Context: an optimization exercise on an open-source flow, tuned for small area. The choices shown serve that exercise and are no tape-out recipe.
RTL that was checked went through simulation tests only; none was proved equivalent to the original.
No activity file was given, so power comes from the tool's default toggle rates.

the reference run:
==> flow/design.v (excerpt) <==
module multi_delimiter_record_splitter_top (
	input  logic        clk,
	input  logic        arst_n,
	input  logic        data_in_valid,
	output logic        data_in_ready,
	input  logic [7:0]  data_in_data_byte,
	input  logic        data_in_end_of_input,
	output logic        data_out_valid,
	input  logic        data_out_ready,
	output logic [7:0]  data_out_out_byte,
	output logic        data_out_is_data,
	output logic        data_out_matched,
	output logic [1:0]  data_out_separator_index,
	output logic        data_out_last,
	input  logic        cfg_valid,
	output logic        cfg_ready,
	input  logic [2:0]  cfg_index,
	input  logic [63:0] cfg_data
);
Size: roughly 430 flip-flops, ~0.014 mm2 of cells after synthesis.
export LEC_CHECK = 0
export CAP_MARGIN = 20
export CORE_MARGIN = 2
export CORE_UTILIZATION = 70
export SLEW_MARGIN = 20
export SYNTH_HIERARCHICAL = 1
export SYNTH_MINIMUM_KEEP_SIZE = 0
create_clock -name core_clock -period 20.0 [get_ports {clk}]
standard.sh (not shown) runs the stock make flow with config.mk's settings and CLKGATE_MAP_FILE= SYNTH_SCRIPT=/design/flow/synth_recipe.tcl, a recipe that flattens the netlist after the stock synthesis.
==> flow/flow/run.sh <==
#!/bin/bash
# Own layout flow: the standard flow (the standard.sh, standard synthesis
# unchanged) with the smallest buffer on the ports and a clock tree built
# without dummy loads. Every tool's output goes to standard.log here, and ORFS
# keeps per-step logs under orfs/logs.
export BUFFER_PORTS_ARGS="-buffer_cell sky130_fd_sc_hd__buf_1"
export CTS_ARGS="-sink_clustering_enable -repair_clock_nets -dont_use_dummy_load -buf_list sky130_fd_sc_hd__clkbuf_4 -sink_clustering_size 12 -sink_clustering_max_diameter 40"
bash standard.sh > standard.log 2>&1
The final layout from the reference run, which completed every stage, passed the timing, design-rule and antenna checks at the end of the flow.
Changes in the trial run relative to the reference run:
--- a/flow/flow/run.sh
+++ b/flow/flow/run.sh
@@ -5,4 +5,4 @@
 # keeps per-step logs under orfs/logs.
 export BUFFER_PORTS_ARGS="-buffer_cell sky130_fd_sc_hd__buf_1"
-export CTS_ARGS="-sink_clustering_enable -repair_clock_nets -dont_use_dummy_load -buf_list sky130_fd_sc_hd__clkbuf_4 -sink_clustering_size 12 -sink_clustering_max_diameter 40"
+export CTS_ARGS="-sink_clustering_enable -repair_clock_nets -dont_use_dummy_load -buf_list sky130_fd_sc_hd__clkbuf_8 -sink_clustering_size 20 -sink_clustering_max_diameter 40"
 bash standard.sh > standard.log 2>&1
Findings:
Netlist area before placement delta (the trial run -> the reference run): insignificant. The final cell utilization of the core of the trial run is higher than that of the reference run. Between the trial run and the reference run, the worst-case setup margin in the final layout is lower for the trial run. Sort the trial run and the reference run by final area, ascending, and the reference run comes first. Compared with the reference run, the trial run shows a higher max-slew headroom at the worst pin. The trial run against the reference run: proportion of cell area occupied by registers dropped 0.71 points; combinational fraction of design power dropped 0.7 points; number of vias per cell climbed about 1.1%. The trial run vs the reference run, time the final worst path needs with I/O delays and setup went up by 0.081 ns.
No functional check of the RTL was part of any run of this note.

* * *

JK:
multi_delimiter_record_splitter_top, a different RTL version from the one above (not shown whole).
For scale: ~97 I/O pins.
clock: 20.0 ns
lec_check: 0
cap_margin: 20
core_margin: 2
core_utilization: 76
slew_margin: 20
synth_hierarchical: 1
synth_minimum_keep_size: 0
==> flow/flow/run.sh <==
#!/bin/bash
# Own layout flow:
#  1. the standard synthesis, unchanged (standard.sh synth);
#  2. an area-oriented re-mapping of its combinational cells with Yosys/ABC
#     (flow/resyn.ys.in, flow/resyn.abc); every register instance is kept
#     with its name and cell type;
#  3. the standard ORFS layout steps (standard.sh), with the smallest buffer
#     on the ports and a clock tree built without dummy loads.
# Each tool's full output goes to its own log file in this folder.
set -euo pipefail
export BUFFER_PORTS_ARGS="-buffer_cell sky130_fd_sc_hd__buf_1"
export CTS_ARGS="-sink_clustering_enable -repair_clock_nets -dont_use_dummy_load -buf_list sky130_fd_sc_hd__clkbuf_4 -sink_clustering_size 10 -sink_clustering_max_diameter 30"

bash standard.sh synth > synth.log 2>&1

R=orfs/results/${FLOW_PLATFORM}/multi_delimiter_record_splitter_top/base
L=orfs/logs/${FLOW_PLATFORM}/multi_delimiter_record_splitter_top/base
LIB=${FLOW_HOME}/platforms/${FLOW_PLATFORM}/lib/sky130_fd_sc_hd__tt_025C_1v80.lib
DU=$(grep -o -- "-dont_use sky130_fd_sc_hd__[A-Za-z0-9_]*" "$L/1_2_yosys.log" | sort -u | tr '\n' ' ')
YS=${YOSYS_EXE:-$(command -v yosys || echo "${FLOW_HOME}/../tools/install/yosys/bin/yosys")}

cp "$R/1_2_yosys.v" "$R/1_2_yosys_std.v"
sed -e "s#@LIB@#${LIB}#g" -e "s#@DU@#${DU}#" -e "s#@IN@#${R}/1_2_yosys_std.v#" \
    -e "s#@OUT@#${R}/1_2_yosys.v#" -e "s#@TOP@#${FLOW_TOP}#" -e "s#@ABC@#flow/resyn.abc#" \
    flow/resyn.ys.in > resyn.ys
"$YS" -l resyn.log -s resyn.ys > /dev/null 2>&1
rm -f "$R/1_synth.odb" "$R/1_synth.sdc"

bash standard.sh > standard.log 2>&1
==> flow/flow/resyn.abc <==
strash
&get -n
&deepsyn -T 60 -S 7
&put
dch -f
amap
topo
stime -c
==> flow/flow/resyn.ys.in <==
# Area-oriented re-mapping of the combinational cells of the standard
# synthesis netlist. Register cells, the ring-step o22ai cells and tie cells
# stay as they are (blackboxes); every other cell is read as its liberty
# function and mapped again by ABC.
read_liberty -ignore_miss_func @LIB@
blackbox sky130_fd_sc_hd__df* sky130_fd_sc_hd__edf* sky130_fd_sc_hd__o22ai_1 sky130_fd_sc_hd__conb_1
read_verilog @IN@
hierarchy -top @TOP@
flatten
techmap
opt -fast
abc -liberty @LIB@ @DU@ -script @ABC@ -D 20000
opt_clean -purge
hilomap -singleton -hicell sky130_fd_sc_hd__conb_1 HI -locell sky130_fd_sc_hd__conb_1 LO
opt_clean -purge
stat -liberty @LIB@
write_verilog -noattr -nohex -nodec @OUT@
JK: done, clean on timing, DRC and antenna
Input-level comparison between MS and JK:
Settings: SLEW_MARGIN now 5, was 20; CAP_MARGIN now 5, was 20; CORE_UTILIZATION now 70, was 76.
==> flow/flow/resyn.abc <==
strash
dc2
dch -f
amap
topo
stime -c
Notes after the runs:
MS has completed all stages; timing, DRC and antenna checks passed.
Per the final summary, JK finished and its layout is clean on timing, DRC and antenna.
Higher power per standard cell area goes to JK over MS.
The non-clock buffer instance count of the final layout of MS is lower than that of JK.
Per the comparison of MS with JK, final instance count without filler cells rose by 2.3%; final design instance area without fill rose by 140 um^2.
JK -> MS: count of clock-net buffers in the final layout increased by a few percent
The estimated power of MS ends up lower than the estimate for JK.
[inputs] AL vs MS
Settings: CAP_MARGIN now 20, was 5; SLEW_MARGIN now 20, was 5.
diff --git a/flow/flow/run.sh b/flow/flow/run.sh
--- a/flow/flow/run.sh
+++ b/flow/flow/run.sh
@@ -10,5 +10,5 @@
 set -euo pipefail
 export BUFFER_PORTS_ARGS="-buffer_cell sky130_fd_sc_hd__buf_1"
-export CTS_ARGS="-sink_clustering_enable -repair_clock_nets -dont_use_dummy_load -buf_list sky130_fd_sc_hd__clkbuf_4 -sink_clustering_size 10 -sink_clustering_max_diameter 30"
+export CTS_ARGS="-sink_clustering_enable -repair_clock_nets -dont_use_dummy_load -buf_list sky130_fd_sc_hd__clkbuf_4 -sink_clustering_size 14 -sink_clustering_max_diameter 25"
 
 bash standard.sh synth > synth.log 2>&1
==> flow/flow/resyn.abc <==
strash
&get -n
&deepsyn -T 60 -S 7
&put
dch -f
amap
topo
stime -c
==> run notes <==
Biggest fanout along the worst timing path (lower): MS. Relative to MS, count of buffers not belonging to the clock network in the layout has gone up in AL. Worst setup margin (AL over MS): increase, 530 ps. On design area, AL tracks MS almost exactly.
Input-level comparison between TR and AL:
diff --git a/flow/flow/run.sh b/flow/flow/run.sh
--- a/flow/flow/run.sh
+++ b/flow/flow/run.sh
@@ -10,5 +10,5 @@
 set -euo pipefail
 export BUFFER_PORTS_ARGS="-buffer_cell sky130_fd_sc_hd__buf_1"
-export CTS_ARGS="-sink_clustering_enable -repair_clock_nets -dont_use_dummy_load -buf_list sky130_fd_sc_hd__clkbuf_4 -sink_clustering_size 14 -sink_clustering_max_diameter 25"
+export CTS_ARGS="-sink_clustering_enable -repair_clock_nets -dont_use_dummy_load -buf_list sky130_fd_sc_hd__clkbuf_4 -sink_clustering_size 12 -sink_clustering_max_diameter 30"
 
 bash standard.sh synth > synth.log 2>&1
==> flow/flow/resyn.abc <==
strash
dc2
dch -f
amap
topo
stime -c
==> run notes <==
Going from AL to TR, proportion of layout cells with a drive suffix above 1 now sits lower, via count picked up an extra 240, highest ir drop seen on vdd up 13%, post-detailed-placement half-perimeter wirelength increased by about 4% relative to the old numbers. Utilization AL -> TR: down. TR vs. AL: first-pass GRT wire length went up by about 1.8%. In TR the number of levels the H-tree was split into turned out 1 lower than in AL. Looking only at synthesized cell count, and setting everything else aside, the higher value of TR and AL goes to TR.

-- what the ideal ports hide --
The results above use ideal ports. As a check the final layouts listed here were re-extracted and re-timed, cells and wires unchanged. Step 1: set_driving_cell puts a clkbuf_16 on clk and a buf_2 on each other input, an assumption about the parent block. Step 2 times the ports against the registers' clock, not the clock port: input delays grow and output delays shrink by t, the midpoint of the rising clock arrivals with the driver on. a / b / c = no drivers / after step 1 / after step 2; a / b = the first two.
run	t, ns	setup WS [ns]	hold WS [ns]	slew at the worst register clock pin (ns)	cell pins on the clock port's net
the reference run	0.685	10.332 / 10.307 / 10.307	0.300 / 0.300 / 0.300	0.12 / 0.12	1
the trial run	0.560	10.251 / 10.224 / 10.224	0.295 / 0.295 / 0.295	0.11 / 0.11	1
JK	0.709	9.006 / 8.973 / 8.973	0.298 / 0.298 / 0.298	0.11 / 0.11	1
MS	0.699	8.412 / 8.342 / 8.342	0.300 / 0.300 / 0.300	0.10 / 0.10	1
AL	0.692	8.937 / 8.914 / 8.914	0.273 / 0.273 / 0.273	0.11 / 0.11	1
TR	0.707	8.479 / 8.405 / 8.405	0.320 / 0.320 / 0.320	0.11 / 0.11	1
After both steps setup and hold are still met in every run listed. For TR, which loses most, drivers alone change the setup slack by -0.074 ns; drivers and shift together by -0.074 ns.
